What follows belongs to an exercise in optimizing a design on an open flow for small area, a short achievable clock period and few clock cycles per item; a production flow would make more cautious choices. The RTL was checked by simulation tests, not by an equivalence proof against the original design.

$ cat design/flow/design.v
`timescale 1ns / 1ps
`default_nettype none
package cba_pkg;
  localparam int NumBlocks = 256;
  localparam int IdxW      = $clog2(NumBlocks);
  localparam int CntW      = IdxW + 1;
  localparam int BytesW    = 20;
  localparam int BsW       = 13;
  localparam logic [BsW-1:0] BsReset = BsW'(64);
  localparam int PaddrW = 3;
  localparam logic [1:0] REQ_ALLOC  = 2'd0;
  localparam logic [1:0] REQ_RESIZE = 2'd1;
  localparam logic [1:0] REQ_FREE   = 2'd2;
  localparam logic [1:0] REQ_BAD    = 2'd3;
  localparam logic [1:0] ST_INPLACE = 2'd0;
  localparam logic [1:0] ST_PLACED  = 2'd1;
  localparam logic [1:0] ST_NOSPACE = 2'd2;
  localparam logic [1:0] ST_INVALID = 2'd3;
endpackage
`default_nettype wire
`timescale 1ns / 1ps
`default_nettype none
module cba_front #(
  parameter logic [7:0] Cut = 8'b0101_0100
) (
  input  wire logic                        clk_i,
  input  wire logic                        rst_ni,
  input  wire logic                        adv_i,
  input  wire logic [cba_pkg::BsW-1:0]     bs_i,      
  input  wire logic                        valid_i,
  input  wire logic [9:0]                  tag_i,     
  input  wire logic [cba_pkg::BytesW-1:0]  bytes_i,
  output logic                             valid_o,
  output logic [9:0]                       tag_o,
  output logic                             zero_o,    
  output logic                             big_o,     
  output logic [7:0]                       q_o        
);
  localparam int BsW = cba_pkg::BsW;
  localparam int BW  = cba_pkg::BytesW;
  logic [BW-1:0] c_in;
  always_comb begin
    for (int i = 0; i < BW; i++) begin
      c_in[i] = bytes_i[i] ^ ~(|(bytes_i & BW'((1 << i) - 1)));
    end
  end
  logic          v0_q, z0_q;
  logic [9:0]    t0_q;
  logic [BW-1:0] c0_q;
  always_ff @(posedge clk_i or negedge rst_ni) begin
    if (!rst_ni)    v0_q <= 1'b0;
    else if (adv_i) v0_q <= valid_i;
  end
  always_ff @(posedge clk_i) begin
    if (adv_i) begin
      t0_q <= tag_i;
      z0_q <= (bytes_i == '0);
      c0_q <= c_in;
    end
  end
  logic          sv   [9];
  logic [9:0]    st   [9];
  logic          sz   [9];
  logic          sbig [9];
  logic [BW:0]   srem [9];
  logic [7:0]    sq   [9];
  assign sv[8]   = v0_q;
  assign st[8]   = t0_q;
  assign sz[8]   = z0_q;
  assign sbig[8] = ({1'b0, c0_q[BW-1:8]} >= bs_i);
  assign srem[8] = {1'b0, c0_q};
  assign sq[8]   = '0;
  for (genvar k = 7; k >= 0; k--) begin : step
    logic [BsW:0] diff;
    logic         ge;
    logic [BW:0]  rem;
    logic [7:0]   q;
    always_comb begin
      diff = srem[k+1][k +: BsW+1] - {1'b0, bs_i};
      ge   = !diff[BsW];
      rem  = srem[k+1];
      if (ge) rem[k +: BsW+1] = diff;
      for (int i = k + BsW; i <= BW; i++) rem[i] = 1'b0;
      q    = sq[k+1];
      q[k] = ge;
    end
    if (Cut[k]) begin : cut
      logic          v_q;
      logic [9:0]    t_q;
      logic          z_q, big_q;
      logic [BW:0]   rem_q;
      logic [7:0]    q_q;
      always_ff @(posedge clk_i or negedge rst_ni) begin
        if (!rst_ni)    v_q <= 1'b0;
        else if (adv_i) v_q <= sv[k+1];
      end
      always_ff @(posedge clk_i) begin
        if (adv_i) begin
          t_q   <= st[k+1];
          z_q   <= sz[k+1];
          big_q <= sbig[k+1];
          rem_q <= rem;
          q_q   <= q;
        end
      end
      assign sv[k]   = v_q;
      assign st[k]   = t_q;
      assign sz[k]   = z_q;
      assign sbig[k] = big_q;
      assign srem[k] = rem_q;
      assign sq[k]   = q_q;
    end else begin : wire_through
      assign sv[k]   = sv[k+1];
      assign st[k]   = st[k+1];
      assign sz[k]   = sz[k+1];
      assign sbig[k] = sbig[k+1];
      assign srem[k] = rem;
      assign sq[k]   = q;
    end
  end
  assign valid_o = sv[0];
  assign tag_o   = st[0];
  assign zero_o  = sz[0];
  assign big_o   = sbig[0];
  assign q_o     = sq[0];
endmodule
`default_nettype wire
`timescale 1ns / 1ps
`default_nettype none
module cba_queue #(
  parameter int W = 20
) (
  input  wire logic         clk_i,
  input  wire logic         rst_ni,
  input  wire logic         push_valid_i,
  output logic              push_ready_o,
  input  wire logic [W-1:0] push_data_i,
  output logic              pop_valid_o,
  input  wire logic         pop_i,
  output logic [W-1:0]      pop_data_o,
  output logic              nxt_valid_o,   
  output logic [W-1:0]      nxt_data_o
);
  logic [W-1:0] slot0_q, slot1_q;
  logic         wr_ptr_q, rd_ptr_q;
  logic [1:0]   count_q, count_d;
  logic         ready_q;
  logic         do_push, do_pop;
  assign push_ready_o = ready_q;
  assign pop_valid_o  = (count_q != 2'd0);
  assign pop_data_o   = rd_ptr_q ? slot1_q : slot0_q;
  assign do_push      = push_valid_i && ready_q;
  assign do_pop       = pop_i && (count_q != 2'd0);
  always_comb begin
    unique case (count_q)
      2'd0:    count_d = do_push ? 2'd1 : 2'd0;
      2'd1:    count_d = do_pop ? (do_push ? 2'd1 : 2'd0) : (do_push ? 2'd2 : 2'd1);
      default: count_d = do_pop ? 2'd1 : 2'd2;
    endcase
  end
  assign nxt_valid_o = (count_q == 2'd2) || do_push;
  assign nxt_data_o  = (count_q == 2'd2) ? (rd_ptr_q ? slot0_q : slot1_q) : push_data_i;
  always_ff @(posedge clk_i or negedge rst_ni) begin
    if (!rst_ni) begin
      wr_ptr_q <= 1'b0;
      rd_ptr_q <= 1'b0;
      count_q  <= 2'd0;
      ready_q  <= 1'b1;
    end else begin
      if (do_push) wr_ptr_q <= ~wr_ptr_q;
      if (do_pop)  rd_ptr_q <= ~rd_ptr_q;
      count_q <= count_d;
      ready_q <= (count_d != 2'd2);
    end
  end
  always_ff @(posedge clk_i) begin
    if (do_push && !wr_ptr_q) slot0_q <= push_data_i;
    if (do_push &&  wr_ptr_q) slot1_q <= push_data_i;
  end
endmodule
`default_nettype wire
`timescale 1ns / 1ps
`default_nettype none
module cba_ffs (
  input  wire logic [255:0] v_i,
  output logic              found_o,
  output logic [7:0]        idx_o
);
  for (genvar l = 0; l < 8; l++) begin : lv
    localparam int N = 128 >> l;
    logic [N-1:0]       vo;
    logic [N*(l+1)-1:0] io;
    for (genvar j = 0; j < N; j++) begin : nd
      if (l == 0) begin : leaf
        assign vo[j] = v_i[2*j] | v_i[2*j+1];
        assign io[j] = ~v_i[2*j];
      end else begin : node
        logic         vl, vh;
        logic [l-1:0] il, ih;
        assign vl = lv[l-1].vo[2*j];
        assign vh = lv[l-1].vo[2*j+1];
        assign il = lv[l-1].io[2*j*l +: l];
        assign ih = lv[l-1].io[(2*j+1)*l +: l];
        assign vo[j] = vl | vh;
        assign io[j*(l+1) +: l+1] = vl ? {1'b0, il} : {1'b1, ih};
      end
    end
  end
  assign found_o = lv[7].vo[0];
  assign idx_o   = lv[7].io[7:0];
endmodule
module cba_tpre (
  input  wire logic [8:0]   v_i,
  output logic [47:0]       pd_o     
);
  always_comb begin
    for (int k = 0; k < 16; k++) begin
      pd_o[k]      = !v_i[8] && (4'(k) > v_i[7:4]);
      pd_o[16 + k] = !v_i[8] && (4'(k) == v_i[7:4]);
      pd_o[32 + k] = (4'(k) >= v_i[3:0]);
    end
  end
endmodule
module cba_texp (
  input  wire logic [47:0]  pd_i,
  output logic [255:0]      ge_o
);
  always_comb begin
    for (int i = 0; i < 256; i++) begin
      ge_o[i] = pd_i[i/16] || (pd_i[16 + i/16] && pd_i[32 + i%16]);
    end
  end
endmodule
module cba_thermo (
  input  wire logic [8:0]   v_i,
  output logic [255:0]      ge_o
);
  logic [47:0] pd;
  cba_tpre u_pre (.v_i(v_i), .pd_o(pd));
  cba_texp u_exp (.pd_i(pd), .ge_o(ge_o));
endmodule
module cba_inc_add8 (
  input  wire logic [7:0] x_i,
  input  wire logic [7:0] y_i,
  output logic [8:0]      s_o
);
  logic [7:0] g0, p0, g1, p1, g2, p2, g3, p3, h;
  always_comb begin
    h  = x_i ^ y_i;
    g0 = x_i & y_i;
    p0 = x_i | y_i;
    g0[0] = x_i[0] | y_i[0];
    p0[0] = 1'b0;
    for (int i = 0; i < 8; i++) begin
      g1[i] = (i % 2 == 1) ? (g0[i] | (p0[i] & g0[i-1])) : g0[i];
      p1[i] = (i % 2 == 1) ? (p0[i] & p0[i-1]) : p0[i];
    end
    for (int i = 0; i < 8; i++) begin
      g2[i] = (i % 4 >= 2) ? (g1[i] | (p1[i] & g1[(i/4)*4+1])) : g1[i];
      p2[i] = (i % 4 >= 2) ? (p1[i] & p1[(i/4)*4+1]) : p1[i];
    end
    for (int i = 0; i < 8; i++) begin
      g3[i] = (i >= 4) ? (g2[i] | (p2[i] & g2[3])) : g2[i];
      p3[i] = (i >= 4) ? (p2[i] & p2[3]) : p2[i];
    end
    s_o[0] = ~h[0];
    for (int i = 1; i < 8; i++) s_o[i] = h[i] ^ g3[i-1];
    s_o[8] = g3[7];
  end
endmodule
module cba_fits (
  input  wire logic [7:0] a_i,
  input  wire logic [8:0] b_i,
  input  wire logic [7:0] q_i,
  output logic            fit_o
);
  logic [9:0] s, m, c;
  logic [9:0] g0, p0;
  logic [4:0] g1, p1;
  logic       g2a, p2a, g2b, p2b, c8, c9;
  always_comb begin
    s = {1'b0, b_i} ^ ~{2'b0, a_i} ^ ~{2'b0, q_i};
    m = ({1'b0, b_i} & ~{2'b0, a_i}) | ({1'b0, b_i} & ~{2'b0, q_i}) | (~{2'b0, a_i} & ~{2'b0, q_i});
    c = {m[8:0], 1'b1};
    g0 = s & c;
    p0 = s | c;
    for (int i = 0; i < 4; i++) begin
      g1[i] = g0[2*i+1] | (p0[2*i+1] & g0[2*i]);
      p1[i] = p0[2*i+1] & p0[2*i];
    end
    g2a = g1[1] | (p1[1] & g1[0]);
    p2a = p1[1] & p1[0];
    g2b = g1[3] | (p1[3] & g1[2]);
    p2b = p1[3] & p1[2];
    c8  = g2b | (p2b & g2a);
    c9  = g0[8] | (p0[8] & c8);
    fit_o = !(s[9] ^ c[9] ^ c9);
  end
endmodule
module cba_back (
  input  wire logic                        clk_i,
  input  wire logic                        rst_ni,
  input  wire logic                        hd_valid_i,
  output logic                             hd_pop_o,
  input  wire logic [1:0]                  hd_req_i,
  input  wire logic [7:0]                  hd_handle_i,
  input  wire logic                        hd_zero_i,
  input  wire logic                        hd_big_i,
  input  wire logic [7:0]                  hd_q_i,       
  input  wire logic                        nx_valid_i,
  input  wire logic [1:0]                  nx_req_i,
  input  wire logic [7:0]                  nx_handle_i,
  input  wire logic                        nx_zero_i,
  input  wire logic                        nx_big_i,
  output logic                             rsp_valid_o,
  input  wire logic                        rsp_ready_i,
  output logic [1:0]                       rsp_status_o,
  output logic [7:0]                       rsp_start_o,
  output logic [8:0]                       rsp_cur_o,
  output logic [8:0]                       rsp_peak_o
);
  function automatic logic carry16(input logic [15:0] g, input logic [15:0] p, input logic cin);
    logic [7:0] g1, p1;
    logic [3:0] g2, p2;
    logic [1:0] g3, p3;
    logic       g4, p4;
    for (int i = 0; i < 8; i++) begin
      g1[i] = g[2*i+1] | (p[2*i+1] & g[2*i]);
      p1[i] = p[2*i+1] & p[2*i];
    end
    for (int i = 0; i < 4; i++) begin
      g2[i] = g1[2*i+1] | (p1[2*i+1] & g1[2*i]);
      p2[i] = p1[2*i+1] & p1[2*i];
    end
    for (int i = 0; i < 2; i++) begin
      g3[i] = g2[2*i+1] | (p2[2*i+1] & g2[2*i]);
      p3[i] = p2[2*i+1] & p2[2*i];
    end
    g4 = g3[1] | (p3[1] & g3[0]);
    p4 = p3[1] & p3[0];
    carry16 = g4 | (p4 & cin);
  endfunction
  function automatic logic ge9(input logic [8:0] x, input logic [8:0] y);
    ge9 = carry16({7'd0, x & ~y}, {7'h7f, x | ~y}, 1'b1);
  endfunction
  logic [255:0] used_q, start_q, used_e, start_e;
  logic [7:0]   cursor_q, cursor_d;
  logic [8:0]   usage_q, peak_q, peak_m;
  logic         srch_q, move_q, rsz_q, rel_q, pass2_q;
  logic         srch_d, move_d, rsz_d, rel_d, pass2_d;
  logic [7:0]   x_q, x_d;
  logic [8:0]   e_q, e_d;
  logic [7:0]   a_q, a_d;
  logic         w_rng_q, w_set_q, w_resp_q;
  logic         w_rng_d, w_set_d, w_sop_d, w_resp_d;
  logic [8:0]   w_lo_q, w_hi_q, w_lo_d, w_hi_d;
  logic [1:0]   w_st_q, w_st_d;
  logic [7:0]   w_rs_q, w_rs_d;
  logic         r_vld_q;
  logic [1:0]   r_st_q;
  logic [7:0]   r_rs_q;
  logic         rsp_vld_q;
  logic [1:0]   rsp_st_q;
  logic [7:0]   rsp_rs_q;
  logic [8:0]   rsp_cur_q, rsp_peak_q;
  logic         go, done, load;
  logic [47:0]  pre_lo, pre_hi;
  logic [31:0]  pd_lo_q, pd_lo_d;         
  logic [15:0]  pd_lge_q;                 
  logic [47:0]  pd_hi_q;
  logic [15:0]  pd_seh_q, pd_seh_d;       
  logic [15:0]  pd_sel_q, pd_sel_d;       
  logic [255:0] ge_wlo, ge_whi;
  cba_tpre u_pre_lo (.v_i(w_lo_d), .pd_o(pre_lo));
  cba_tpre u_pre_hi (.v_i(w_hi_d), .pd_o(pre_hi));
  cba_texp u_exp_lo (.pd_i({pd_lge_q, pd_lo_q}), .ge_o(ge_wlo));
  cba_texp u_exp_hi (.pd_i(pd_hi_q), .ge_o(ge_whi));
  always_comb begin
    pd_lo_d  = pre_lo[31:0] & {32{w_rng_d}};
    pd_seh_d = pre_lo[31:16] & {16{w_sop_d}};
    for (int k = 0; k < 16; k++) begin
      pd_sel_d[k] = pre_lo[32 + k] && (k == 0 || !pre_lo[32 + ((k == 0) ? 0 : k - 1)]);
    end
    for (int i = 0; i < 256; i++) begin
      used_e[i]  = used_q[i] ^ (ge_wlo[i] && !ge_whi[i]);
      start_e[i] = start_q[i] ^ (pd_seh_q[i/16] && pd_sel_q[i%16]);
    end
  end
  logic [255:0] ge_x, gt_x, va, vb;
  logic         fa, fb, fit, fit_len, in_lim, live, nz;
  logic [7:0]   a8, b8;
  logic [8:0]   a, b, e9, apn, hn, cur_n;
  cba_thermo u_ge_x (.v_i({1'b0, x_q}), .ge_o(ge_x));
  assign gt_x = {ge_x[254:0], 1'b0};
  assign va = ge_x & ~used_e;
  assign vb = gt_x & start_e & ({256{rsz_q}} | ~{used_e[254:0], 1'b1});
  cba_ffs u_ffs_a (.v_i(va), .found_o(fa), .idx_o(a8));
  cba_ffs u_ffs_b (.v_i(vb), .found_o(fb), .idx_o(b8));
  assign a  = {1'b0, a8};
  assign b  = fb ? {1'b0, b8} : 9'd256;
  logic [8:0] a9;
  logic       a_le_b;
  assign a9      = {!fa, a8 & {8{fa}}};
  assign a_le_b  = ge9(b, a9);
  assign e9      = a_le_b ? a9 : b;
  cba_fits u_fits (.a_i(a8), .b_i(b), .q_i(hd_q_i), .fit_o(fit_len));
  assign in_lim  = !pass2_q || !ge9(a, {1'b0, cursor_q});
  assign fit     = fa && fit_len && in_lim;
  cba_inc_add8 u_apn (.x_i(a8), .y_i(hd_q_i), .s_o(apn));
  cba_inc_add8 u_hn (.x_i(hd_handle_i), .y_i(hd_q_i), .s_o(hn));
  assign live  = |(start_e & ge_x & ~gt_x);
  assign nz    = hd_req_i == cba_pkg::REQ_FREE || hd_zero_i;
  cba_inc_add8 u_cur_n (.x_i(cursor_q), .y_i(hd_q_i), .s_o(cur_n));
  logic hn_lt_e, hn_gt_e;
  assign hn_lt_e = !ge9(hn, a9) && !ge9(hn, b);
  assign hn_gt_e = !ge9(a9, hn) || !ge9(b, hn);
  always_comb begin
    if (srch_q)              w_lo_d = a;
    else if (rel_q || nz)    w_lo_d = {1'b0, hd_handle_i};
    else if (hn_lt_e)        w_lo_d = hn;
    else                     w_lo_d = e9;
    if (srch_q)              w_hi_d = apn;
    else if (rel_q)          w_hi_d = e_q;
    else if (!nz && hn_gt_e) w_hi_d = hn;
    else                     w_hi_d = e9;
  end
  logic       act, nosp, r_inv, r_free, r_big, r_same, r_shr, r_grow, r_move;
  logic       done_nf, load_nf, fit_s;
  logic       nx_rsz, nx_srch;
  logic [7:0] cn_wrap, x_nf;
  logic [1:0] st_nf;
  logic [7:0] rs_nf;
  assign act     = hd_valid_i && go;
  assign nosp    = pass2_q && !(fa && fb && !ge9(b, {1'b0, cursor_q}));
  assign r_inv   = !live;
  assign r_free  = live && nz;
  assign r_big   = live && !nz && hd_big_i;
  assign r_same  = live && !nz && !hd_big_i && !hn_lt_e && !hn_gt_e;
  assign r_shr   = live && !nz && !hd_big_i && hn_lt_e;
  assign r_grow  = live && !nz && !hd_big_i && hn_gt_e && ge9(b, hn);
  assign r_move  = live && !nz && !hd_big_i && hn_gt_e && !ge9(b, hn);
  assign fit_s   = srch_q && fit;
  assign done_nf = srch_q ? nosp : (rsz_q ? !r_move : 1'b1);
  assign load_nf = !hd_valid_i || (act && done_nf);
  assign nx_rsz  = nx_valid_i && (nx_req_i == cba_pkg::REQ_RESIZE || nx_req_i == cba_pkg::REQ_FREE);
  assign nx_srch = nx_valid_i && nx_req_i == cba_pkg::REQ_ALLOC && !nx_zero_i && !nx_big_i;
  assign cn_wrap = cur_n[8] ? 8'd0 : cur_n[7:0];
  always_comb begin
    if (load_nf)                  x_nf = nx_rsz ? nx_handle_i : cursor_q;
    else if (!act)                x_nf = x_q;
    else if (srch_q)              x_nf = (!pass2_q && !(fa && fb)) ? 8'd0 : b8;
    else                          x_nf = cursor_q;      
  end
  always_comb begin
    st_nf = cba_pkg::ST_INVALID;
    rs_nf = '0;
    if (srch_q)                          st_nf = cba_pkg::ST_NOSPACE;
    else if (rsz_q) begin
      if (r_big)                         st_nf = cba_pkg::ST_NOSPACE;
      else if (!r_inv) begin
        st_nf = cba_pkg::ST_INPLACE;
        rs_nf = hd_handle_i;
      end
    end else if (rel_q) begin
      st_nf = cba_pkg::ST_PLACED;
      rs_nf = a_q;
    end else if (hd_req_i == cba_pkg::REQ_ALLOC && !hd_zero_i) begin
      st_nf = cba_pkg::ST_NOSPACE;
    end
  end
  always_comb begin
    done     = act && (fit_s ? !move_q : done_nf);
    load     = !hd_valid_i || done;
    w_rng_d  = act && (fit_s || (rsz_q && (r_free || r_shr || r_grow)) || rel_q);
    w_set_d  = srch_q || (rsz_q && r_grow);
    w_sop_d  = act && (fit_s || (rsz_q && r_free) || rel_q);
    w_resp_d = done;
    w_st_d   = fit_s ? cba_pkg::ST_PLACED : st_nf;
    w_rs_d   = fit_s ? a8 : rs_nf;
    cursor_d = (act && fit_s) ? cn_wrap : cursor_q;
    e_d      = (act && rsz_q && r_move) ? e9 : e_q;
    a_d      = (act && fit_s) ? a8 : a_q;
    if (act && fit_s) begin
      srch_d  = move_q ? 1'b0 : nx_srch;
      move_d  = 1'b0;
      rsz_d   = move_q ? 1'b0 : nx_rsz;
      rel_d   = move_q;
      pass2_d = 1'b0;
      x_d     = nx_rsz ? nx_handle_i : cn_wrap;
    end else if (load_nf) begin
      srch_d  = nx_srch;
      move_d  = 1'b0;
      rsz_d   = nx_rsz;
      rel_d   = 1'b0;
      pass2_d = 1'b0;
      x_d     = x_nf;
    end else if (!act) begin
      srch_d  = srch_q;
      move_d  = move_q;
      rsz_d   = rsz_q;
      rel_d   = rel_q;
      pass2_d = pass2_q;
      x_d     = x_q;
    end else if (srch_q) begin
      srch_d  = 1'b1;
      move_d  = move_q;
      rsz_d   = 1'b0;
      rel_d   = 1'b0;
      pass2_d = pass2_q || !(fa && fb);
      x_d     = x_nf;
    end else begin
      srch_d  = 1'b1;
      move_d  = 1'b1;
      rsz_d   = 1'b0;
      rel_d   = 1'b0;
      pass2_d = 1'b0;
      x_d     = x_nf;
    end
  end
  assign go       = !rsp_vld_q || rsp_ready_i;
  assign hd_pop_o = done;
  assign peak_m = (usage_q > peak_q) ? usage_q : peak_q;
  always_ff @(posedge clk_i or negedge rst_ni) begin
    if (!rst_ni) begin
      used_q    <= '0;
      start_q   <= '0;
      cursor_q  <= '0;
      usage_q   <= '0;
      peak_q    <= '0;
      srch_q    <= 1'b0;
      move_q    <= 1'b0;
      rsz_q     <= 1'b0;
      rel_q     <= 1'b0;
      pass2_q   <= 1'b0;
      x_q       <= '0;
      w_rng_q   <= 1'b0;
      w_resp_q  <= 1'b0;
      pd_lo_q   <= '0;
      pd_seh_q  <= '0;
      r_vld_q   <= 1'b0;
      rsp_vld_q <= 1'b0;
    end else begin
      used_q   <= used_e;
      start_q  <= start_e;
      peak_q   <= peak_m;
      cursor_q <= cursor_d;
      srch_q   <= srch_d;
      move_q   <= move_d;
      rsz_q    <= rsz_d;
      rel_q    <= rel_d;
      pass2_q  <= pass2_d;
      x_q      <= x_d;
      pd_lo_q  <= pd_lo_d;
      pd_seh_q <= pd_seh_d;
      if (go) begin
        w_rng_q   <= w_rng_d;
        w_resp_q  <= w_resp_d;
        r_vld_q   <= w_resp_q;
        rsp_vld_q <= r_vld_q;
        if (w_rng_q) usage_q <= w_set_q ? usage_q + (w_hi_q - w_lo_q) : usage_q - (w_hi_q - w_lo_q);
      end
    end
  end
  always_ff @(posedge clk_i) begin
    e_q       <= e_d;
    a_q       <= a_d;
    pd_lge_q  <= pre_lo[47:32];
    pd_sel_q  <= pd_sel_d;
    pd_hi_q   <= pre_hi;
    if (go) begin
      w_set_q  <= w_set_d;
      w_lo_q   <= w_lo_d;
      w_hi_q   <= w_hi_d;
      w_st_q   <= w_st_d;
      w_rs_q   <= w_rs_d;
      r_st_q   <= w_st_q;
      r_rs_q   <= w_rs_q;
      rsp_st_q   <= r_st_q;
      rsp_rs_q   <= r_rs_q;
      rsp_cur_q  <= usage_q;
      rsp_peak_q <= peak_m;
    end
  end
  assign rsp_valid_o  = rsp_vld_q;
  assign rsp_status_o = rsp_st_q;
  assign rsp_start_o  = rsp_rs_q;
  assign rsp_cur_o    = rsp_cur_q;
  assign rsp_peak_o   = rsp_peak_q;
endmodule
`default_nettype wire
`timescale 1ns / 1ps
`default_nettype none
module contiguous_block_allocator (
  input  wire logic              clk_i,
  input  wire logic              rst_ni,
  input  wire logic              req_valid,
  output logic                   req_ready,
  input  wire logic [1:0]        req_type,
  input  wire logic [7:0]        req_handle,
  input  wire logic [19:0]       req_size_bytes,
  output logic                   rsp_valid,
  input  wire logic              rsp_ready,
  output logic [1:0]             rsp_status,
  output logic [7:0]             rsp_start_block,
  output logic [8:0]             rsp_current_usage,
  output logic [8:0]             rsp_peak_usage,
  input  wire logic              psel,
  input  wire logic              penable,
  input  wire logic              pwrite,
  input  wire logic [cba_pkg::PaddrW-1:0] paddr,
  input  wire logic [31:0]       pwdata,
  output logic [31:0]            prdata,
  output logic                   pready
);
  localparam int BsW = cba_pkg::BsW;
  logic [BsW-1:0] block_size_q, bs_eff;
  logic           bs_zero_q;
  assign pready = 1'b1;
  assign prdata = paddr[2] ? 32'd0 : {{(32-BsW){1'b0}}, block_size_q};
  assign bs_eff = {block_size_q[BsW-1:1], block_size_q[0] | bs_zero_q};
  always_ff @(posedge clk_i or negedge rst_ni) begin
    if (!rst_ni) begin
      block_size_q <= cba_pkg::BsReset;
      bs_zero_q    <= 1'b0;
    end else if (psel && penable && pwrite && !paddr[2]) begin
      block_size_q <= pwdata[BsW-1:0];
      bs_zero_q    <= (pwdata[BsW-1:0] == '0);
    end
  end
  logic        adv, f_valid, f_zero, f_big, h_valid, h_pop, n_valid;
  logic [9:0]  f_tag;
  logic [7:0]  f_q;
  logic [19:0] h_data, n_data;
  assign req_ready = adv;
  cba_front u_front (
    .clk_i   (clk_i),
    .rst_ni  (rst_ni),
    .adv_i   (adv),
    .bs_i    (bs_eff),
    .valid_i (req_valid && adv),
    .tag_i   ({req_type, req_handle}),
    .bytes_i (req_size_bytes),
    .valid_o (f_valid),
    .tag_o   (f_tag),
    .zero_o  (f_zero),
    .big_o   (f_big),
    .q_o     (f_q)
  );
  cba_queue #(.W(20)) u_queue (
    .clk_i        (clk_i),
    .rst_ni       (rst_ni),
    .push_valid_i (f_valid),
    .push_ready_o (adv),
    .push_data_i  ({f_tag, f_zero, f_big, f_q}),
    .pop_valid_o  (h_valid),
    .pop_i        (h_pop),
    .pop_data_o   (h_data),
    .nxt_valid_o  (n_valid),
    .nxt_data_o   (n_data)
  );
  cba_back u_back (
    .clk_i        (clk_i),
    .rst_ni       (rst_ni),
    .hd_valid_i   (h_valid),
    .hd_pop_o     (h_pop),
    .hd_req_i     (h_data[19:18]),
    .hd_handle_i  (h_data[17:10]),
    .hd_zero_i    (h_data[9]),
    .hd_big_i     (h_data[8]),
    .hd_q_i       (h_data[7:0]),
    .nx_valid_i   (n_valid),
    .nx_req_i     (n_data[19:18]),
    .nx_handle_i  (n_data[17:10]),
    .nx_zero_i    (n_data[9]),
    .nx_big_i     (n_data[8]),
    .rsp_valid_o  (rsp_valid),
    .rsp_ready_i  (rsp_ready),
    .rsp_status_o (rsp_status),
    .rsp_start_o  (rsp_start_block),
    .rsp_cur_o    (rsp_current_usage),
    .rsp_peak_o   (rsp_peak_usage)
  );
endmodule
`default_nettype wire
$ cat design/flow/run.sh
#!/bin/bash
# synth_recipe.tcl (not shown) runs the flow's synth.tcl, then flattens the netlist and writes it again
# the make line also repeats each setting of config.mk as NAME=value (left out here)
make -C /OpenROAD-flow-scripts/flow DESIGN_CONFIG=/design/flow/config.mk WORK_HOME=/design/flow/orfs CLKGATE_MAP_FILE= SYNTH_SCRIPT=/design/flow/synth_recipe.tcl finish
$ cat design/flow/config.mk
export PLATFORM = sky130hd
export DESIGN_NAME = contiguous_block_allocator
export DESIGN_NICKNAME = contiguous_block_allocator
export VERILOG_FILES = /design/flow/design.v
export SDC_FILE = /design/flow/constraint.sdc
export NUM_CORES = 4
export LEC_CHECK = 0
export CAP_MARGIN = 5
export CORE_MARGIN = 2
export CORE_UTILIZATION = 40
export GPL_TIMING_DRIVEN = 0
export SETUP_SLACK_MARGIN = 2.5
export SLEW_MARGIN = 5
export SYNTH_HIERARCHICAL = 1
$ cat design/flow/constraint.sdc
create_clock -name core_clock -period 10.0 [get_ports {clk_i}]
set_input_delay 2.0000 -clock core_clock [delete_from_list [all_inputs] [get_ports {clk_i}]]
set_output_delay 2.0000 -clock core_clock [all_outputs]
set_load 0.01 [all_outputs]
==> results.tsv, run 1 <==
metric	value	unit
outcome	failed layout checks	
violatedChecks	max-capacitance violations, max-slew violations	
cp.required	10.67	ns
post-place-ws	-1.62	ns
grt_max_degree	106	
routed_wl	384000	um
wl_per_cell	36.9	um
clk_latency	0.84	ns
clock-skew-final	0.0584	ns
start_kind	flop	
min_period_over_period	0.766	
rsz0062_at_grt	yes	
setup_tns	0	ns
routed.top_layer	met5	
max-cap-violations	1	
grt_usage	0.414	
drc	0	
path_clk_slew	0.06	ns
grt_pass1_wl	510000	um
grt_overflow_total	0	
core	176000	um^2
netlist_instances	7565	
dr_wl_met3	45400	um
r2r-end	u_queue.count_q[0]	
io_buffers	93	
hpwlAfterDp	287000	um
cts_root_buf	clkbuf_16	
r2r_slack	2.34	ns
crit_slowest_cell	fa_1	
reg2reg_depth	32	
crit_end	u_queue.count_q[0]	
drive_gt1_frac	0.187	
placed_area	75300	um^2
vias	64500	
cp_max_fo	10	
reg2reg_from	u_back.pd_lge_q[3]	
dr.pass1.iters	6	
ant_nets	0	
setup_violations	0	
crit_path_end_kind	flop	
die-area	180000	um^2
hold_ws	0.413	ns
crit_start	u_back.pd_lge_q[3]	
cts_tree	yes	
clock_sinks	959	
max_clock_freq	131	MHz
setup_ws	2.34	ns
die_h	425	um
yosysWarnings	20	
cpPeakStageDelay	0.50	ns
min_path_type	flop to flop	
gp_congestion	1.09	
worst-setup-path-type	flop to flop	
drt_iter0_drc	8404	
nets	8234	
die_x	425	um
final_util	0.474	
htreeDepth	3	
worst_pin_slew	1.59	ns
rows	154	
final_area	83300	um^2
clockBufferDepth	3	
area_growth	17.7	%
antenna_found_initial	52	
grt_pass1_vias	59900	
postCtsHoldBufs	0	
numCtsBuffers	117	
slew_headroom	-0.0644	
syn_area	70800	um^2
min_period	7.66	ns
arrival	8.33	ns
start_util	0.402	
hold_viol	0	
final_max_slew_viol_count	4	
hold_depth	0	
wl_met1	159000	um
num_io_pins	135	
met2_length	151000	um
viasPerCell	6.20	
syn-mean-instance-area	9.36	um^2
## final cells by class
| class | count | area, um^2 |
|---|---|---|
| Fill cell | 16700 | 92600 |
| Multi-Input combinational cell | 5522 | 41700 |
| Sequential cell | 959 | 24900 |
| Buffer | 511 | 4610 |
| Clock buffer | 156 | 3360 |
| Tap cell | 2340 | 2930 |
| Timing Repair Buffer | 240 | 2460 |
| Inverter | 598 | 2270 |
| Clock inverter | 67 | 1010 |
| Antenna cell | 24 | 60.1 |
## cells in the final DEF (no fill, tap or decap), types with 222 or more instances in the layout
| master | count |
|---|---|
| a21o_1 | 799 |
| a21oi_1 | 338 |
| and2_1 | 222 |
| dfrtp_1 | 609 |
| edfxtp_1 | 254 |
| inv_1 | 585 |
| nand2_1 | 436 |
| nor2_1 | 316 |
| nor2b_1 | 375 |
| o211a_1 | 250 |
| xnor2_1 | 451 |
## state kept, by name, indices dropped and copies added (netlist names), 13 cells and up
name,cells
u_back.pd_seh_q,16
u_back.used_q,256
u_back.pd_sel_q,16
u_back.pd_lge_q,15
u_back.pd_lo_q,32
u_back.start_q,256
block_size_q,13
u_queue.slot1_q,20
u_front.srem,51
u_queue.slot0_q,20
u_front.step.cut.t_q,30
u_back.pd_hi_q,48
u_front.c0_q,20
## repair_timing
item,in CTS,in global routing
pin swaps,52,55
buffers inserted,95,26
setup endpoints to repair,204,170
gates cloned,1,1
gates resized for setup,437,197
## worst max-delay path, delay by kind of cell, from the launching register on
kind,cells,cell delay [ns]
AND/OR/NAND/NOR,10,2.48
buffers and inverters,7,1.29
flip-flops,1,0.31
adder cells (fa/ha/maj),3,1.19
XOR/XNOR,1,0.25
AO/OA/AOI/OAI,11,1.92
## worst min-delay path by stage
stage,startpoint,endpoint,slack (ns)
floorplan,u_back.w_rs_q[0],u_back.r_rs_q[0],0.40
global placement,u_back.r_rs_q[6],u_back.rsp_rs_q[6],0.40
detailed placement,u_back.w_rs_q[3],u_back.r_rs_q[3],0.40
CTS,u_front.step[4].cut.q_q[7],u_front.step[2].cut.q_q[7],0.42
global route,u_front.step[6].cut.big_q,u_front.step[4].cut.big_q,0.42
finish,u_front.step[6].cut.big_q,u_front.step[4].cut.big_q,0.41
## layer usage
| layer | vias up | GRT usage |
|---|---|---|
| met2 | 3810 | 0.563 |
| met5 | - | 0.00741 |
| met1 | 32300 | 0.554 |
| met3 | 896 | 0.145 |
| met4 | 32 | 0.261 |
| li1 | 27500 | - |
## per-stage QoR
stage | cells
after floorplan | 7589
after global placement | 10000
after detailed placement | 10000
after CTS | 10400
after global routing | 10400
final | 10400
Testbench counts, summed over its fixed seeds: cycles 6,558, items 4,000.
==> run 2, diff against run 1 <==
--- a/design/flow/design.v
+++ b/design/flow/design.v
@@ -345,7 +345,7 @@
   endfunction
   logic [255:0] used_q, start_q, used_e, start_e;
   logic [7:0]   cursor_q, cursor_d;
-  logic [8:0]   usage_q, peak_q, peak_m;
+  logic [8:0]   usage_q, peak_q, usage_w, peak_w, len_w;
   logic         srch_q, move_q, rsz_q, rel_q, pass2_q;
   logic         srch_d, move_d, rsz_d, rel_d, pass2_d;
   logic [7:0]   x_q, x_d;
@@ -356,9 +356,6 @@
   logic [8:0]   w_lo_q, w_hi_q, w_lo_d, w_hi_d;
   logic [1:0]   w_st_q, w_st_d;
   logic [7:0]   w_rs_q, w_rs_d;
-  logic         r_vld_q;
-  logic [1:0]   r_st_q;
-  logic [7:0]   r_rs_q;
   logic         rsp_vld_q;
   logic [1:0]   rsp_st_q;
   logic [7:0]   rsp_rs_q;
@@ -519,7 +516,9 @@
   end
   assign go       = !rsp_vld_q || rsp_ready_i;
   assign hd_pop_o = done;
-  assign peak_m = (usage_q > peak_q) ? usage_q : peak_q;
+  assign len_w   = w_hi_q - w_lo_q;
+  assign usage_w = !w_rng_q ? usage_q : (w_set_q ? usage_q + len_w : usage_q - len_w);
+  assign peak_w  = (usage_w > peak_q) ? usage_w : peak_q;
   always_ff @(posedge clk_i or negedge rst_ni) begin
     if (!rst_ni) begin
       used_q    <= '0;
@@ -537,12 +536,10 @@
       w_resp_q  <= 1'b0;
       pd_lo_q   <= '0;
       pd_seh_q  <= '0;
-      r_vld_q   <= 1'b0;
       rsp_vld_q <= 1'b0;
     end else begin
       used_q   <= used_e;
       start_q  <= start_e;
-      peak_q   <= peak_m;
       cursor_q <= cursor_d;
       srch_q   <= srch_d;
       move_q   <= move_d;
@@ -555,9 +552,9 @@
       if (go) begin
         w_rng_q   <= w_rng_d;
         w_resp_q  <= w_resp_d;
-        r_vld_q   <= w_resp_q;
-        rsp_vld_q <= r_vld_q;
-        if (w_rng_q) usage_q <= w_set_q ? usage_q + (w_hi_q - w_lo_q) : usage_q - (w_hi_q - w_lo_q);
+        rsp_vld_q <= w_resp_q;
+        usage_q   <= usage_w;
+        peak_q    <= peak_w;
       end
     end
   end
@@ -573,12 +570,10 @@
       w_hi_q   <= w_hi_d;
       w_st_q   <= w_st_d;
       w_rs_q   <= w_rs_d;
-      r_st_q   <= w_st_q;
-      r_rs_q   <= w_rs_q;
-      rsp_st_q   <= r_st_q;
-      rsp_rs_q   <= r_rs_q;
-      rsp_cur_q  <= usage_q;
-      rsp_peak_q <= peak_m;
+      rsp_st_q   <= w_st_q;
+      rsp_rs_q   <= w_rs_q;
+      rsp_cur_q  <= usage_w;
+      rsp_peak_q <= peak_w;
     end
   end
   assign rsp_valid_o  = rsp_vld_q;
--- a/design/flow/config.mk
+++ b/design/flow/config.mk
@@ -5,10 +5,10 @@
 export SDC_FILE = /design/flow/constraint.sdc
 export NUM_CORES = 4
 export LEC_CHECK = 0
-export CAP_MARGIN = 5
+export CAP_MARGIN = 20
 export CORE_MARGIN = 2
 export CORE_UTILIZATION = 40
 export GPL_TIMING_DRIVEN = 0
 export SETUP_SLACK_MARGIN = 2.5
-export SLEW_MARGIN = 5
+export SLEW_MARGIN = 20
 export SYNTH_HIERARCHICAL = 1
==> results.tsv, run 2 <==
metric	value	unit	change
postCtsHoldBufs	0		unchanged
num_io_pins	135		unchanged
start_kind	flop		
slew_headroom	0.141		+0.205
htreeDepth	3		unchanged
max_clock_freq	128	MHz	-1.7%
final_max_slew_viol_count	0		-4
reg2reg_depth	28		-13%
viasPerCell	6.03		-2.6%
wl_per_cell	34.1	um	-7.4%
die_h	419	um	-1.3%
setup_tns	0	ns	unchanged
numCtsBuffers	115		-1.7%
drc	0		unchanged
antenna_found_initial	43		-17%
netlist_instances	7675		+1.5%
yosysWarnings	20		unchanged
die-area	176000	um^2	-2.5%
cp.required	10.66	ns	about the same
drive_gt1_frac	0.187		about the same
rsz0062_at_grt	yes		
gp_congestion	1.08		-0.41%
grt_max_degree	88		-17%
grt_pass1_vias	59400		-0.84%
drt_iter0_drc	8275		-1.5%
max-cap-violations	0		-1
arrival	8.46	ns	+0.13 ns
syn_area	69000	um^2	-2.5%
dr.pass1.iters	8		+2
hpwlAfterDp	272000	um	-5.2%
setup_violations	0		unchanged
hold_depth	0		unchanged
rows	152		-1.3%
core	172000	um^2	-2.5%
ant_nets	0		unchanged
start_util	0.402		about the same
worst-setup-path-type	flop to flop		
final_util	0.477		+0.00310
path_clk_slew	0.07	ns	about the same
io_buffers	93		unchanged
die_x	419	um	-1.3%
cts_root_buf	clkbuf_16		
stdcell_count	10500		+0.96%
outcome	complete, no violations		
min_path_type	flop to flop		
clock-skew-final	0.0835	ns	+0.0251 ns
final_cell_mix	a21o_1, nand2_1, inv_1		
syn-mean-instance-area	8.99	um^2	-3.9%
clk_latency	0.84	ns	about the same
min_period_over_period	0.779		+0.0134
routed_wl	359000	um	-6.6%
cp_max_fo	10		unchanged
layout_commonest_cell	a21o_1		
clockBufferDepth	3		unchanged
vias	63500		-1.7%
cpPeakStageDelay	0.65	ns	+0.15 ns
area_growth	18.5	%	
crit_path_end_kind	flop		
clock_sinks	948		-1.1%
grt_usage	0.399		-0.0146
cts_tree	yes		
worst_pin_slew	1.29	ns	-0.297 ns
hold_viol	0		unchanged
nets	8371		+1.7%
min_period	7.79	ns	+0.134 ns
grt_overflow_total	0		unchanged
dp.cells	10100		+0.89%
grt_pass1_wl	482000	um	-5.6%
crit_slowest_cell	o21ai_1		
## run 2: through the flow
step	hold WS (ns)	setup WS (ns)	cell area, um^2
final	0.415	2.21	81800
after global routing	0.423	2.29	81700
after CTS	0.417	2.47	80500
after detailed placement	0.405	-1.46	73800
after global placement	0.401	-25.24	72900
after floorplan	0.400	3.37	69100
## run 2: layout make-up
cell class	instances	area, um^2
antenna	20	50.0
sequential	948	24600
buffer	496	4550
inverter	637	2410
fill	16700	89800
tap	2310	2890
timing repair buffer	270	2850
clock buffer	163	3290
clock inverter	55	669
multi-input combinational	5618	40500
## run 2: path summary, 6_finish.rpt
path	from	end	slack [ns]
max	u_back.pd_lge_q[15]	u_back.pd_lo_q[31]	2.21
min	u_front.srem[4][0]	u_front.srem[2][0]	0.41
max reg2reg	u_back.pd_lge_q[15]	u_back.pd_lo_q[31]	2.21
min reg2reg	u_front.srem[4][0]	u_front.srem[2][0]	0.41
max in group asynchronous	rst_ni	u_back.used_q[225]	6.87
min in group asynchronous	rst_ni	u_back.usage_q[8]	1.15
## run 2: what timing repair did
action,CTS,global route
resized for setup,483,204
pin swaps,74,73
cloned,0,1
setup buffers,86,56
endpoints found under the setup margin,205,153
## run 2: metal layers
metal | up-vias | share of wire | track usage
li1 | 27300 | - | -
met1 | 31700 | 0.42 | 0.539
met2 | 3534 | 0.39 | 0.540
met3 | 871 | 0.12 | 0.141
met4 | 24 | 0.072 | 0.243
met5 | - | 0.00043 | 0.00500
## run 2: critical path, delay by kind of cell, from the launching register on
| family | cells | cell delay, ns |
|---|---|---|
| AO/OA/AOI/OAI | 10 | 2.73 |
| XOR/XNOR | 1 | 0.15 |
| buffers and inverters | 7 | 1.16 |
| flip-flops | 1 | 0.33 |
| AND/OR/NAND/NOR | 10 | 3.14 |
Testbench counts of run 2, summed over its fixed seeds: cycles 6,550, items 4,000.
==> run 3, diff against run 2 <==
--- a/design/flow/config.mk
+++ b/design/flow/config.mk
@@ -9,6 +9,6 @@
 export CORE_MARGIN = 2
 export CORE_UTILIZATION = 40
 export GPL_TIMING_DRIVEN = 0
-export SETUP_SLACK_MARGIN = 2.5
+export SETUP_SLACK_MARGIN = 3.0
 export SLEW_MARGIN = 20
 export SYNTH_HIERARCHICAL = 1
==> results.tsv, run 3 <==
metric	value	unit	change
outcome	complete, no violations		
fillers	16300		-2.2%
io_buffers	93		unchanged
crit_path_end_kind	flop		
grt_overflow_total	0		unchanged
min_path_type	flop to flop		
antenna_found_initial	53		+23%
worst_pin_slew	1.34	ns	+0.0470 ns
nets	8555		+2.2%
min_period	7.43	ns	-0.361 ns
gp_congestion	1.08		unchanged
htreeDepth	3		unchanged
max_clock_freq	135	MHz	+4.9%
rows	152		unchanged
drc	0		unchanged
placed_area	73800	um^2	unchanged
cts_root_buf	clkbuf_16		
die_h	419	um	unchanged
yosysWarnings	20		unchanged
syn-mean-instance-area	8.99	um^2	unchanged
hpwlAfterDp	272000	um	unchanged
crit_slowest_cell	dfxtp_1		
start_kind	flop		
cp.required	10.61	ns	-0.05 ns
viasPerCell	6.07		+0.56%
layout_commonest_cell	a21o_1		
final_area	85600	um^2	+4.7%
routed_wl	365000	um	+1.7%
cpPeakStageDelay	0.66	ns	about the same
clockBufferDepth	3		unchanged
met3_usage	0.146		+0.00494
hold_viol	0		unchanged
dr.pass1.iters	8		unchanged
grt_pass1_vias	60700		+2.0%
min_period_over_period	0.743		-0.0361
path_clk_slew	0.07	ns	about the same
clock-skew-final	0.0758	ns	-0.00766 ns
met1_usage	0.541		+0.00253
crit_path_frequent_cell	buf_4		
final_cell_mix	a21o_1, nand2_1, dfrtp_1		
final_max_slew_viol_count	0		unchanged
arrival	8.04	ns	-0.42 ns
setup_violations	0		unchanged
drive_gt1_frac	0.237		+0.0498
die-area	176000	um^2	unchanged
stdcell_count	10700		+1.8%
clk_latency	0.83	ns	about the same
numCtsBuffers	115		unchanged
worst-setup-path-type	flop to flop		
syn_area	69000	um^2	unchanged
cts_tree	yes		
met2_usage	0.543		+0.00244
netlist_instances	7675		unchanged
num_io_pins	135		unchanged
grt_usage	0.404		+0.00458
ant_nets	0		unchanged
start_util	0.402		unchanged
grt_pass1_wl	488000	um	+1.3%
grt-busiest-layer	met2		
cp_max_fo	10		unchanged
grt_max_degree	88		unchanged
die_x	419	um	unchanged
postCtsHoldBufs	0		unchanged
vias	64900		+2.3%
max-cap-violations	0		unchanged
dp.cells	10100		unchanged
core	172000	um^2	unchanged
wl_per_cell	34.1	um	about the same
clock_sinks	948		unchanged
area_growth	24.1	%	
drt_iter0_drc	8397		+1.5%
slew_headroom	0.110		-0.0313
rsz0062_at_grt	yes		
==> run 3: what timing repair did <==
item,CTS,global route
gates resized for setup,810,393
setup buffers,218,98
endpoints found under the setup margin,214,196
pin swaps,156,155
cloned,6,5
==> run 3: final cells by class <==
class / count / area (um^2) / share of cell area
inverters: 637 / 2420 / 0.0283
clock buffers: 163 / 3290 / 0.0385
repair buffers: 453 / 4560 / 0.0533
flip-flops and latches: 948 / 24600 / 0.287
plain buffers: 496 / 4980 / 0.0582
clock inverters: 55 / 669 / 0.00782
diodes: 21 / 52.6 / 0.000614
well taps: 2310 / 2890 / 0.0338
multi-input cells: 5619 / 42200 / 0.492
==> run 3: critical path: cells and delay by family (launching register included) <==
family                    cells  cell delay, ns
AOI/OAI and AO/OA             8            1.97
xor gates and xnor gates      1            0.19
buffers and inverters        12            1.86
DFF                           1            0.66
and+or+nand+nor              10            2.48
==> run 3: stage by stage <==
step | setup WS [ns] | hold slack (ns) | util | setup TNS [ns]
floorplan | 3.37 | 0.400 | - | 0
finish | 2.57 | 0.416 | 0.499 | 0
CTS | 2.83 | 0.417 | 0.484 | 0
global route | 2.57 | 0.423 | 0.499 | 0
global placement | -25.24 | 0.401 | 0.425 | -
detailed placement | -1.46 | 0.405 | 0.430 | -114.66
==> run 3: per-layer routing <==
metal / share of wire / vias to the layer above
met5: 0.00064 / -
met4: 0.077 / 30
met3: 0.13 / 1015
met2: 0.39 / 3869
met1: 0.41 / 32300
li1: - / 27700
==> run 3: worst paths after layout <==
path / from / endpoint / slack [ns] / depth (start not counted)
max: u_back.pd_sel_q[3] / u_back.pd_lo_q[17] / 2.57 / 31
min: u_front.srem[4][0] / u_front.srem[2][0] / 0.42 / 0
max reg2reg: u_back.pd_sel_q[3] / u_back.pd_lo_q[17] / 2.57 / 31
min reg2reg: u_front.srem[4][0] / u_front.srem[2][0] / 0.42 / 0
max in group asynchronous: rst_ni / u_back.used_q[225] / 6.85 / 4
min in group asynchronous: rst_ni / u_back.usage_q[8] / 1.15 / 1
==> run 4, diff against run 3 <==
--- a/design/flow/config.mk
+++ b/design/flow/config.mk
@@ -5,10 +5,11 @@
 export SDC_FILE = /design/flow/constraint.sdc
 export NUM_CORES = 4
 export LEC_CHECK = 0
+export ABC_AREA = 1
 export CAP_MARGIN = 20
 export CORE_MARGIN = 2
 export CORE_UTILIZATION = 40
 export GPL_TIMING_DRIVEN = 0
-export SETUP_SLACK_MARGIN = 3.0
+export SETUP_SLACK_MARGIN = 4.0
 export SLEW_MARGIN = 20
 export SYNTH_HIERARCHICAL = 1
==> results.tsv, run 4 <==
metric	value	unit	change
final_util	0.478		-0.0206
worst_pin_slew	0.993	ns	-0.343 ns
ant_nets	0		unchanged
hold_viol	0		unchanged
max_clock_freq	165	MHz	+22%
clock_sinks	948		unchanged
min_period_over_period	0.608		-0.136
cpPeakStageDelay	0.37	ns	-0.29 ns
min_period	6.08	ns	-1.36 ns
r2r_slack	3.92	ns	+1.36 ns
rsz0062_at_grt	yes		
outcome	complete, no violations		
postCtsHoldBufs	0		unchanged
die_h	438	um	+4.5%
hpwlAfterDp	236000	um	-13%
post-place-ws	1.08	ns	+2.54 ns
slew_headroom	0.336		+0.226
yosysWarnings	20		unchanged
crit_path_end_kind	flop		
vias	78000		+20%
setup_ws	3.92	ns	+1.36 ns
gp_congestion	1.04		-3.5%
cp.required	10.72	ns	+0.11 ns
drc	0		unchanged
start_util	0.402		about the same
start_kind	flop		
setup_tns	0	ns	unchanged
cp_max_fo	10		unchanged
path_clk_slew	0.06	ns	about the same
grt_pass1_wl	470000	um	-3.8%
numCtsBuffers	118		+2.6%
final_max_slew_viol_count	0		unchanged
cts_root_buf	clkbuf_16		
clock-skew-final	0.0527	ns	-0.0231 ns
dr.pass1.iters	10		+2
wl_per_cell	22.4	um	-34%
nets	12500		+46%
grt_max_degree	89		+1.1%
rows	159		+4.6%
syn-mean-instance-area	6.43	um^2	-28%
min_path_type	flop to flop		
core	188000	um^2	+9.4%
num_io_pins	135		unchanged
io_buffers	93		unchanged
grt_pass1_vias	71600		+18%
netlist_instances	11700		+53%
clk_latency	0.82	ns	about the same
cts_tree	yes		
antenna_found_initial	15		-72%
clockBufferDepth	3		unchanged
setup_violations	0		unchanged
grt_usage	0.333		-0.0705
drt_iter0_drc	8759		+4.3%
layout_commonest_cell	nand2_1		
arrival	6.80	ns	-1.24 ns
drive_gt1_frac	0.142		-0.0950
worst-setup-path-type	flop to flop		
grt_overflow_total	0		unchanged
area_growth	19.1	%	
syn_area	75400	um^2	+9.3%
max-cap-violations	0		unchanged
final_cell_mix	nand2_1, inv_1, nor2_1		
stdcell_count	14900		+39%
routed_wl	332000	um	-8.9%
die_x	438	um	+4.5%
crit_slowest_cell	dfrtp_2		
viasPerCell	5.25		-13%
dp.cells	14400		+42%
hold_ws	0.415	ns	-0.00139 ns
die-area	192000	um^2	+9.2%
htreeDepth	3		unchanged
==> run 4: layer usage <==
| layer | track usage | wire (um) | vias up |
|---|---|---|---|
| met2 | 0.509 | 142000 | 3894 |
| met4 | 0.224 | 26500 | 14 |
| met1 | 0.425 | 131000 | 36500 |
| met5 | 0 | 97 | - |
| li1 | - | - | 36600 |
| met3 | 0.0692 | 32700 | 967 |
==> run 4: what timing repair did <==
item / CTS / global route
pin swaps: 75 / 202
setup endpoints to repair: 204 / 175
gates cloned: 1 / 9
setup buffers: 103 / 149
resized for setup: 493 / 504
==> run 4: worst paths after layout <==
path	cells past startpoint	to	start
worst max-delay path	39	u_back.pd_lo_q[5]	u_back.x_q[4]
worst min-delay path	0	u_front.step[6].cut.t_q[9]	u_front.t0_q[9]
worst max register to register	39	u_back.pd_lo_q[5]	u_back.x_q[4]
worst min register to register	0	u_front.step[6].cut.t_q[9]	u_front.t0_q[9]
max in group asynchronous	4	u_back.used_q[212]	rst_ni
min in group asynchronous	1	u_back.used_q[89]	rst_ni
==> run 4: worst max-delay path, delay by kind of cell (launching register included) <==
family	cells	cell delay [ns]
and+or+nand+nor	21	2.54
buffers and inverters	11	1.70
AOI/OAI and AO/OA	7	1.31
DFF	1	0.37
==> run 4: per-stage QoR <==
step | cell area, um^2
6_report | 89800
5_1_grt | 89700
4_1_cts | 86700
3_5_place_dp | 79900
3_3_place_gp | 79500
2_1_floorplan | 75500
==> run 4: cell type report <==
class / instances / area [um^2]
Fill cell: 19000 / 97800
Multi-Input combinational cell: 7894 / 40700
Sequential cell: 948 / 24600
Inverter: 2438 / 9250
Buffer: 467 / 4240
Timing Repair Buffer: 371 / 3580
Clock buffer: 150 / 3280
Tap cell: 2495 / 3120
Clock inverter: 72 / 927
Antenna cell: 17 / 42.5
==> run 5, diff against run 4 <==
--- a/design/flow/config.mk
+++ b/design/flow/config.mk
@@ -10,6 +10,5 @@
 export CORE_MARGIN = 2
 export CORE_UTILIZATION = 40
 export GPL_TIMING_DRIVEN = 0
-export SETUP_SLACK_MARGIN = 4.0
+export SETUP_SLACK_MARGIN = 3.5
 export SLEW_MARGIN = 20
-export SYNTH_HIERARCHICAL = 1
==> results.tsv, run 5 <==
metric	value	unit	change
die-area	173000	um^2	-10%
layout_commonest_cell	nand2_1		
wl_per_cell	28.3	um	+27%
setup_violations	0		unchanged
netlist_instances	9696		-17%
final_area	79500	um^2	-11%
ys.flop_type	dfrtp_1		
min_period_over_period	0.663		+0.0549
syn_area	67700	um^2	-10%
clockBufferDepth	3		unchanged
cp_max_fo	10		unchanged
start_util	0.401		-0.000796
htreeDepth	3		unchanged
min_period	6.63	ns	+0.549 ns
outcome	complete, no violations		
final_max_slew_viol_count	0		unchanged
routed_wl	352000	um	+6.0%
worst-setup-path-type	flop to flop		
area_growth	17.4	%	
hold_viol	0		unchanged
crit_path_end_kind	flop		
core	169000	um^2	-10%
ys_seq_elements	944		
ys_top_cells_by_area	dfrtp_1, nand2_1, edfxtp_1		
viasPerCell	5.68		+8.1%
placed_area	72800	um^2	-8.9%
io_buffers	93		unchanged
rows	151		-5.0%
rsz0062_at_grt	yes		
syn-mean-instance-area	6.99	um^2	+8.6%
clock_sinks	944		-0.42%
crit_path_frequent_cell	nand2_1		
min_path_type	flop to flop		
nets	10400		-17%
crit_slowest_cell	dfxtp_2		
dr.pass1.iters	6		-4
drc	0		unchanged
start_kind	flop		
grt_overflow_total	0		unchanged
postCtsHoldBufs	0		unchanged
cp.required	10.63	ns	-0.09 ns
cts_root_buf	clkbuf_16		
grt_usage	0.397		+0.0632
die_h	416	um	-5.2%
grt_pass1_wl	485000	um	+3.2%
async_flop_share	0.661		
numCtsBuffers	119		+0.85%
cts_tree	yes		
synth.yosys.seq_area_share	0.361		
synth_edf_count	244		
path_clk_slew	0.06	ns	about the same
antenna_found_initial	32		+17
clk_latency	0.82	ns	about the same
arrival	7.26	ns	+0.46 ns
setup_tns	0	ns	unchanged
hold_depth	0		unchanged
synth.distinct_cells	79		
synth.most_common_cell	nand2_1		
ys_top_cells_by_count	nand2_1, inv_1, nor2_1, nand3_1, dfrtp_1		
grt_max_degree	85		-4.5%
reg2reg_depth	32		-18%
cpPeakStageDelay	0.67	ns	+0.30 ns
num_io_pins	135		unchanged
die_x	416	um	-5.2%
clock-skew-final	0.0498	ns	-0.00292 ns
hpwlAfterDp	261000	um	+10%
drt_iter0_drc	8915		+1.8%
synth_area_leader_cell	dfrtp_1		
drive_gt1_frac	0.119		-0.0228
max_clock_freq	151	MHz	-8.3%
yosysWarnings	14		-30%
grt_pass1_vias	65200		-8.9%
vias	70600		-9.5%
ant_nets	0		unchanged
final_cell_mix	nand2_1, inv_1, nor2_1		
worst_pin_slew	1.21	ns	+0.218 ns
max-cap-violations	0		unchanged
slew_headroom	0.183		-0.153
synth_top_cell_area_share	0.230		
gp_congestion	1.05		+0.16%
run 5: layout make-up:
| cell class | count | area [um^2] |
|---|---|---|
| Fill cell | 17200 | 89400 |
| Multi-Input combinational cell | 7317 | 38300 |
| Sequential cell | 944 | 24500 |
| Inverter | 1089 | 4210 |
| Clock buffer | 176 | 3550 |
| Timing Repair Buffer | 246 | 2990 |
| Tap cell | 2218 | 2780 |
| Buffer | 364 | 2580 |
| Clock inverter | 52 | 543 |
| Antenna cell | 24 | 60.1 |
run 5: worst max-delay path: cells and delay by family, from the launching register on:
family | cells | cell delay (ns)
adder cells (fa/ha/maj) | 1 | 0.51
flip-flops | 1 | 0.67
AND/OR/NAND/NOR | 24 | 2.99
AO/OA/AOI/OAI | 2 | 0.80
buffers and inverters | 5 | 1.46
run 5: final timing paths:
check                                            from                          to  slack (ns)
max                                u_back.pd_lge_q[1]          u_back.pd_seh_q[1]        3.37
min                        u_front.step[4].cut.t_q[8]  u_front.step[2].cut.t_q[8]        0.42
max reg2reg                        u_back.pd_lge_q[1]          u_back.pd_seh_q[1]        3.37
min reg2reg                u_front.step[4].cut.t_q[8]  u_front.step[2].cut.t_q[8]        0.42
max in group asynchronous                      rst_ni         u_back.start_q[253]        6.82
min in group asynchronous                      rst_ni           u_back.used_q[77]        1.14
run 5: logic make-up after synthesis:
logic type,Yosys count,share of synthesized area
AOI/OAI and AO/OA,1236,0.105
DFF,944,0.361
xor gates and xnor gates,361,0.0467
other,2,0.000111
and+or+nand+nor,5482,0.354
adders and majority gates,212,0.0418
buffers and inverters,1453,0.0897
muxes,6,0.000942
run 5: routing by layer:
layer | global-route usage | vias up | wire [um]
met5 | 0 | - | 74
met4 | 0.291 | 12 | 30800
met3 | 0.103 | 967 | 35700
met2 | 0.574 | 3937 | 145000
met1 | 0.510 | 33700 | 141000
li1 | - | 32000 | -
run 5: repair_timing:
action,CTS,global route
endpoints found under the setup margin,245,157
gates resized for setup,255,270
pin swaps,13,64
setup buffers,41,62
run 5: through the flow:
stage / hold WS [ns] / instances / utilization / setup slack [ns]
final: 0.417 / 12400 / 0.471 / 3.37
after global placement: 0.402 / 12000 / 0.423 / -25.49
after global routing: 0.423 / 12400 / 0.470 / 3.41
after CTS: 0.410 / 12300 / 0.463 / 3.46
after floorplan: 0.400 / 9714 / - / 4.00
after detailed placement: 0.405 / 12100 / 0.431 / 1.29
==> run 6, diff against run 5 <==
--- a/design/flow/config.mk
+++ b/design/flow/config.mk
@@ -10,5 +10,6 @@
 export CORE_MARGIN = 2
 export CORE_UTILIZATION = 40
 export GPL_TIMING_DRIVEN = 0
-export SETUP_SLACK_MARGIN = 3.5
+export SETUP_SLACK_MARGIN = 5.0
 export SLEW_MARGIN = 20
+export SYNTH_HIERARCHICAL = 1
==> results.tsv, run 6 <==
metric	value	unit	change
start_kind	flop		
max_clock_freq	168	MHz	+11%
wl_per_cell	23.4	um	-17%
viasPerCell	5.30		-6.7%
nets	12700		+23%
die_h	438	um	+5.4%
reg2reg_depth	44		+38%
clock-skew-final	0.0425	ns	-0.00728 ns
min_path_type	flop to flop		
hold_viol	0		unchanged
yosysWarnings	20		+6
grt_pass1_wl	490000	um	+1.0%
grt_overflow_total	0		unchanged
drt_iter0_drc	8978		+0.71%
grt_max_degree	82		-3.5%
layout_commonest_cell	nand2_1		
min_period_over_period	0.596		-0.0664
r2r-end	u_back.pd_lo_q[11]		
r2r_slack	4.04	ns	+0.66 ns
path_clk_slew	0.06	ns	about the same
grt_usage	0.351		-0.0456
cp.required	10.69	ns	+0.06 ns
drive_gt1_frac	0.180		+0.0606
outcome	complete, no violations		
final_cell_mix	nand2_1, inv_1, nor2_1		
start_util	0.402		+0.000796
cpPeakStageDelay	0.50	ns	-0.17 ns
numCtsBuffers	118		-0.84%
cts_tree	yes		
crit_path_frequent_cell	nand2_2		
max-cap-violations	0		unchanged
syn_area	75400	um^2	+11%
cp_max_fo	7		-3
netlist_instances	11700		+21%
htreeDepth	3		unchanged
crit_slowest_cell	fa_1		
hold_depth	0		unchanged
clockBufferDepth	3		unchanged
vias	79600		+13%
setup_violations	0		unchanged
ant_nets	0		unchanged
arrival	6.65	ns	-0.61 ns
reg2reg_from	u_back.x_q[7]		
io_buffers	93		unchanged
die-area	192000	um^2	+11%
crit_end	u_back.pd_lo_q[11]		
routed_wl	352000	um	about the same
gp_congestion	1.07		+2.2%
worst-setup-path-type	flop to flop		
cts_root_buf	clkbuf_16		
rsz0062_at_grt	yes		
slew_headroom	0.411		+0.228
syn-mean-instance-area	6.43	um^2	-7.9%
drc	0		unchanged
worst_pin_slew	0.880	ns	-0.331 ns
clk_latency	0.80	ns	-0.02 ns
area_growth	25.2	%	
hpwlAfterDp	244000	um	-6.3%
die_x	438	um	+5.4%
grt_pass1_vias	73100		+12%
core	188000	um^2	+11%
clock_sinks	948		+0.42%
min_period	5.96	ns	-0.664 ns
final_max_slew_viol_count	0		unchanged
crit_path_end_kind	flop		
setup_tns	0	ns	unchanged
num_io_pins	135		unchanged
antenna_found_initial	17		-47%
rows	159		+5.3%
crit_start	u_back.x_q[7]		
fillers	18500		+7.6%
dr.pass1.iters	7		+1
==> run 6: final cells by class <==
cell class	count	area, um^2	area share
sequential	948	24600	0.261
timing repair inverter	1	8.76	0.0000928
antenna	12	30.0	0.000318
timing repair buffer	555	5840	0.0619
buffer	467	4780	0.0506
multi-input combinational	7895	42500	0.450
inverter	2438	9350	0.0991
tap	2495	3120	0.0331
clock buffer	165	3580	0.0380
clock inverter	59	602	0.00638
==> run 6: timing repair <==
action,4_1_cts,5_1_grt
gates cloned,13,12
resized for setup,1026,696
setup buffers,242,185
endpoints found under the setup margin,231,222
hold buffers,0,0
pin swaps,208,299
==> run 6: worst min path at each step <==
stage / startpoint / end / slack [ns]
global placement: u_front.srem[6][2] / u_front.srem[4][2] / 0.40
CTS: u_front.srem[6][2] / u_front.srem[4][2] / 0.42
floorplan: u_back.w_rs_q[0] / u_back.rsp_rs_q[0] / 0.40
finish: u_front.srem[6][2] / u_front.srem[4][2] / 0.41
detailed placement: u_back.w_st_q[0] / u_back.rsp_st_q[0] / 0.40
global route: u_front.step[6].cut.t_q[0] / u_front.step[4].cut.t_q[0] / 0.42
==> run 6: worst max-delay path: cells and delay by family (launching register included) <==
family                     cells  cell delay [ns]
DFF                            1             0.41
and+or+nand+nor               24             2.65
buffers and inverters         15             1.80
AOI/OAI and AO/OA              4             0.40
adders and majority gates      1             0.50
==> run 6: metal layers <==
metal	GRT usage	up-vias	wire [um]
met5	0	-	112
met4	0.273	16	34000
met3	0.0743	1172	33700
met2	0.541	3988	152000
met1	0.428	37400	132000
li1	-	37000	-
==> run 6: stage by stage <==
stage,worst slack (ns),instance area [um^2],instances,hold slack (ns),utilization
2_1_floorplan,4.80,75600,11700,0.400,-
3_3_place_gp,-28.06,79600,14300,0.401,0.425
3_5_place_dp,1.53,80000,14300,0.405,0.426
4_1_cts,4.29,90200,14800,0.416,0.481
5_1_grt,3.97,94400,15000,0.422,0.503
6_report,4.04,94400,15000,0.414,0.503

## what the ideal ports hide
How much do the figures lean on ideal ports? The routed layouts below were timed once more, with nothing changed but the port constraints. Step 1: set_driving_cell puts a clkbuf_16 on clk_i and a buf_2 on each other input, an assumption about the parent block. Step 2, shift: input delay + t, output delay - t, t = (earliest + latest rising clock arrival at the registers) / 2. This alone moves slack from input paths to output paths. Three values: ideal, step 1, step 2; two values: the first two.
| run | t, ns | slack for setup (ns) | latest minus earliest clock arrival (ns) | worst data-port slew with drivers (ns) |
|---|---|---|---|---|
| run 1 | 0.911 | 2.340 / 2.340 / 2.340 | 0.059 / 0.058 | 0.07 |
| run 2 | 0.879 | 2.206 / 2.206 / 2.206 | 0.083 / 0.083 | 0.05 |
| run 3 | 0.879 | 2.567 / 2.567 / 2.567 | 0.076 / 0.076 | 0.05 |
| run 4 | 0.891 | 3.923 / 3.923 / 3.923 | 0.053 / 0.052 | 0.06 |
| run 5 | 0.885 | 3.374 / 3.374 / 3.374 | 0.050 / 0.050 | 0.07 |
| run 6 | 0.864 | 4.038 / 4.038 / 4.038 | 0.045 / 0.044 | 0.05 |
